This design comes from an exercise in tuning for small area, a short achievable clock period and few clock cycles on the open sky130 flow, not from production work. No activity file was given, so power comes from the tool's default toggle rates.

## old
==> flow/design.v <==
module axi_bram2axis_amux #(
  parameter int W = 26
) (
  input  logic         sel,
  input  logic [W-1:0] c,
  input  logic [W-1:0] b,
  output logic [W-1:0] y
);
  assign y = b ^ (c & {W{sel}});
endmodule
module axi_bram2axis #(
  parameter int AXI_DATA_WIDTH      = 512,
  parameter int AXI_XFER_SIZE_WIDTH = 32,
  parameter int BRAM_ADDR_WIDTH     = 32,
  parameter int BRAM_DATA_WIDTH     = 512,
  parameter int BRAM_DELAY          = 2,
  parameter int FIFO_DEPTH          = BRAM_DELAY + 2
) (
  input  logic                           clk,
  input  logic                           rst,
  input  logic                           i_bs2a_start,
  output logic                           o_bs2a_done,
  input  logic [AXI_XFER_SIZE_WIDTH-1:0] i_bs2a_data_size_bytes,
  output logic                           o_bs2a_rden,
  output logic [BRAM_ADDR_WIDTH-1:0]     o_bs2a_rdaddr,
  input  logic [BRAM_DATA_WIDTH-1:0]     i_bs2a_rddata,
  output logic                           m_axis_tvalid,
  input  logic                           m_axis_tready,
  output logic [AXI_DATA_WIDTH-1:0]      m_axis_tdata,
  output logic                           m_axis_tlast
);
  localparam int NW = AXI_XFER_SIZE_WIDTH - 6;
  localparam int GW = 6;
  localparam int NG = (NW + GW - 1) / GW;
  logic          done_q;    
  logic          rden_q;    
  logic          vld_q;     
  logic          last_q;    
  logic [NG-1:0] en_q;      
  logic [NW-1:0] w_q;       
  logic [NW-1:0] rem_q;     
  logic [NW-1:0] n_in, cy, rem_dec, addr;
  logic          go, acc, vld_d, last_d, en_d, rem_en;
  assign n_in = i_bs2a_data_size_bytes[AXI_XFER_SIZE_WIDTH-1:6];
  assign go   = i_bs2a_start && (n_in != '0);
  assign acc  = vld_q && m_axis_tready;
  assign vld_d  = rden_q && !done_q && !acc;
  assign last_d = vld_q ? last_q : (rem_q == NW'(1));
  assign en_d   = vld_d && !last_d;
  assign rem_en = !vld_q && rden_q;
  always_comb begin
    for (int i = 0; i < NW; i++) begin
      logic [NW-1:0] lo, glo;
      lo         = (NW'(1) << i) - NW'(1);
      glo        = lo & ~((NW'(1) << (i / GW * GW)) - NW'(1));
      cy[i]      = en_q[i / GW] && &(w_q | ~glo);
      rem_dec[i] = rem_q[i] ^ (rem_en && &(~rem_q | ~lo));
    end
  end
  axi_bram2axis_amux #(.W(NW)) u_amux (
    .sel(m_axis_tready), .c(cy), .b(w_q), .y(addr)
  );
  assign o_bs2a_rden   = !done_q;
  assign o_bs2a_rdaddr = BRAM_ADDR_WIDTH'(addr);
  assign o_bs2a_done   = done_q;
  assign m_axis_tvalid = vld_q;
  assign m_axis_tdata  = i_bs2a_rddata;
  assign m_axis_tlast  = last_q;
  always_ff @(posedge clk) begin
    if (rst) begin
      done_q <= 1'b1;
      rden_q <= 1'b0;
      vld_q  <= 1'b0;
      en_q   <= '0;
    end else begin
      rden_q <= o_bs2a_rden;
      vld_q  <= vld_d;
      for (int g = 0; g < NG; g++)
        en_q[g] <= en_d && &(w_q | ~((NW'(1) << (g * GW)) - NW'(1)));
      if (done_q) begin
        if (go) done_q <= 1'b0;
      end else if (acc && last_q) begin
        done_q <= 1'b1;
      end
    end
  end
  always_ff @(posedge clk) begin
    if (rst || done_q) w_q <= '0;
    else               w_q <= addr;
  end
  always_ff @(posedge clk) begin
    rem_q  <= done_q ? n_in : rem_dec;
    last_q <= last_d;
  end
endmodule
export LEC_CHECK = 0
export CAP_MARGIN = 20
export CORE_AREA = 5 5 385 385
export CTS_BUF_LIST = sky130_fd_sc_hd__clkbuf_8
export CTS_CLUSTER_DIAMETER = 100
export CTS_CLUSTER_SIZE = 50
export DIE_AREA = 0 0 390 390
export SETUP_SLACK_MARGIN = 2.4
export SLEW_MARGIN = 20
export SYNTH_HIERARCHICAL = 1
export SYNTH_MINIMUM_KEEP_SIZE = 0
create_clock -name core_clock -period 5.0 [get_ports {clk}]
standard.sh (not shown) runs the stock make flow with config.mk's settings and CLKGATE_MAP_FILE= SYNTH_SCRIPT=/design/flow/synth_recipe.tcl, a recipe that flattens the netlist after the stock synthesis.
==> flow/flow/run.sh <==
#!/bin/bash
# The standard layout, with three changes:
# - the port buffers are buf_2 cells instead of the resizer's default (a slow
#   delay cell);
# - the control ports are kept together on one stretch of the bottom edge
#   (flow/pins.tcl), next to the logic between them;
# - the clock tree is built without dummy loads.
set -euo pipefail
export BUFFER_PORTS_ARGS="-buffer_cell sky130_fd_sc_hd__buf_2"
export PRE_IO_PLACEMENT_TCL="$PWD/flow/pins.tcl"
export CTS_ARGS="-sink_clustering_enable -repair_clock_nets -sink_clustering_size 50 -sink_clustering_max_diameter 100 -buf_list sky130_fd_sc_hd__clkbuf_8 -dont_use_dummy_load"
bash standard.sh > standard.log 2>&1
==> flow/flow/pins.tcl <==
# Keep the control ports on one stretch of the bottom edge.
set_io_pin_constraint -region bottom:145-245 -pin_names [get_ports {
  clk rst i_bs2a_start i_bs2a_data_size_bytes* o_bs2a_done o_bs2a_rden
  o_bs2a_rdaddr* m_axis_tvalid m_axis_tready m_axis_tlast}]
old | stages: all done | timing, DRC, antenna: all pass
For new, these inputs were changed with respect to old:
--- a/flow/design.v
+++ b/flow/design.v
@@ -31,5 +31,5 @@
 );
   localparam int NW = AXI_XFER_SIZE_WIDTH - 6;
-  localparam int GW = 6;
+  localparam int GW = 4;
   localparam int NG = (NW + GW - 1) / GW;
   logic          done_q;    
@@ -40,6 +40,6 @@
   logic [NW-1:0] w_q;       
   logic [NW-1:0] rem_q;     
-  logic [NW-1:0] n_in, cy, rem_dec, addr;
-  logic          go, acc, vld_d, last_d, en_d, rem_en;
+  logic [NW-1:0] n_in, nxt, cy, rem_dec, addr;
+  logic          go, acc, vld_d, last_d, en_d;
   assign n_in = i_bs2a_data_size_bytes[AXI_XFER_SIZE_WIDTH-1:6];
   assign go   = i_bs2a_start && (n_in != '0);
@@ -48,5 +48,4 @@
   assign last_d = vld_q ? last_q : (rem_q == NW'(1));
   assign en_d   = vld_d && !last_d;
-  assign rem_en = !vld_q && rden_q;
   always_comb begin
     for (int i = 0; i < NW; i++) begin
@@ -55,7 +54,8 @@
       glo        = lo & ~((NW'(1) << (i / GW * GW)) - NW'(1));
       cy[i]      = en_q[i / GW] && &(w_q | ~glo);
-      rem_dec[i] = rem_q[i] ^ (rem_en && &(~rem_q | ~lo));
+      rem_dec[i] = (&(~rem_q | ~lo)) ? ~rem_q[i] : rem_q[i];
     end
   end
+  assign nxt = w_q ^ cy;
   axi_bram2axis_amux #(.W(NW)) u_amux (
     .sel(m_axis_tready), .c(cy), .b(w_q), .y(addr)
@@ -87,8 +87,9 @@
   always_ff @(posedge clk) begin
     if (rst || done_q) w_q <= '0;
-    else               w_q <= addr;
+    else if (acc)      w_q <= nxt;
   end
   always_ff @(posedge clk) begin
-    rem_q  <= done_q ? n_in : rem_dec;
+    if (done_q)                rem_q <= n_in;
+    else if (!vld_q && rden_q) rem_q <= rem_dec;
     last_q <= last_d;
   end
new did not stop at any stage, and its layout met the timing, design-rule and antenna checks.
Row time the final worst path needs with I/O delays and setup: new lower / old higher
Against old, new comes in about 4.5% higher on overall power of the completed layout.
Status: wire length on met2 parity (old, new)
Most frequent standard cell in the layout excluding fill and tap cells = sky130_fd_sc_hd__nand2_1: new; most frequent standard cell in the layout excluding fill and tap cells = sky130_fd_sc_hd__buf_2: old
Looking at wire length across new and old, the one that comes out higher is new.
Re post-placement setup slack: new and old aren't equal, and the lower value belongs to new.
new vs old, critical path's slowest cell: sky130_fd_sc_hd__xnor2_1 vs sky130_fd_sc_hd__dfxtp_2
Diff old -> new: sequential share of layout area saw an increase, flip-flop and latch count picked up an extra 2, combined area of the multi-input logic cells went up by about 2.5%.
No functional check of the RTL was part of any run of this note.

-- port drivers added, routing unchanged --
Ports are ideal in the flow. The routed layouts listed here were re-timed in OpenROAD. Step 1 (the two cells are an assumption about what drives the block):
set clk [get_ports {clk}]
set_driving_cell -lib_cell sky130_fd_sc_hd__clkbuf_16 $clk
set_driving_cell -lib_cell sky130_fd_sc_hd__buf_2 [delete_from_list [all_inputs] $clk]
Step 2, shift: input delay + t, output delay - t, t = (earliest + latest rising clock arrival at the registers) / 2. This alone moves slack from input paths to output paths. a / b / c = no drivers / after step 1 / after step 2; a / b = the first two.
run	shift t [ns]	setup WS [ns]	hold slack, ns
old	0.375	2.419 / 2.299 / 2.299	0.499 / 0.499 / 0.499
new	0.368	2.454 / 2.308 / 2.308	0.502 / 0.502 / 0.502
After both steps setup and hold are still met in every run listed. The setup slack of new, which loses most, moves by -0.146 ns with the drivers and by -0.146 ns with both steps.
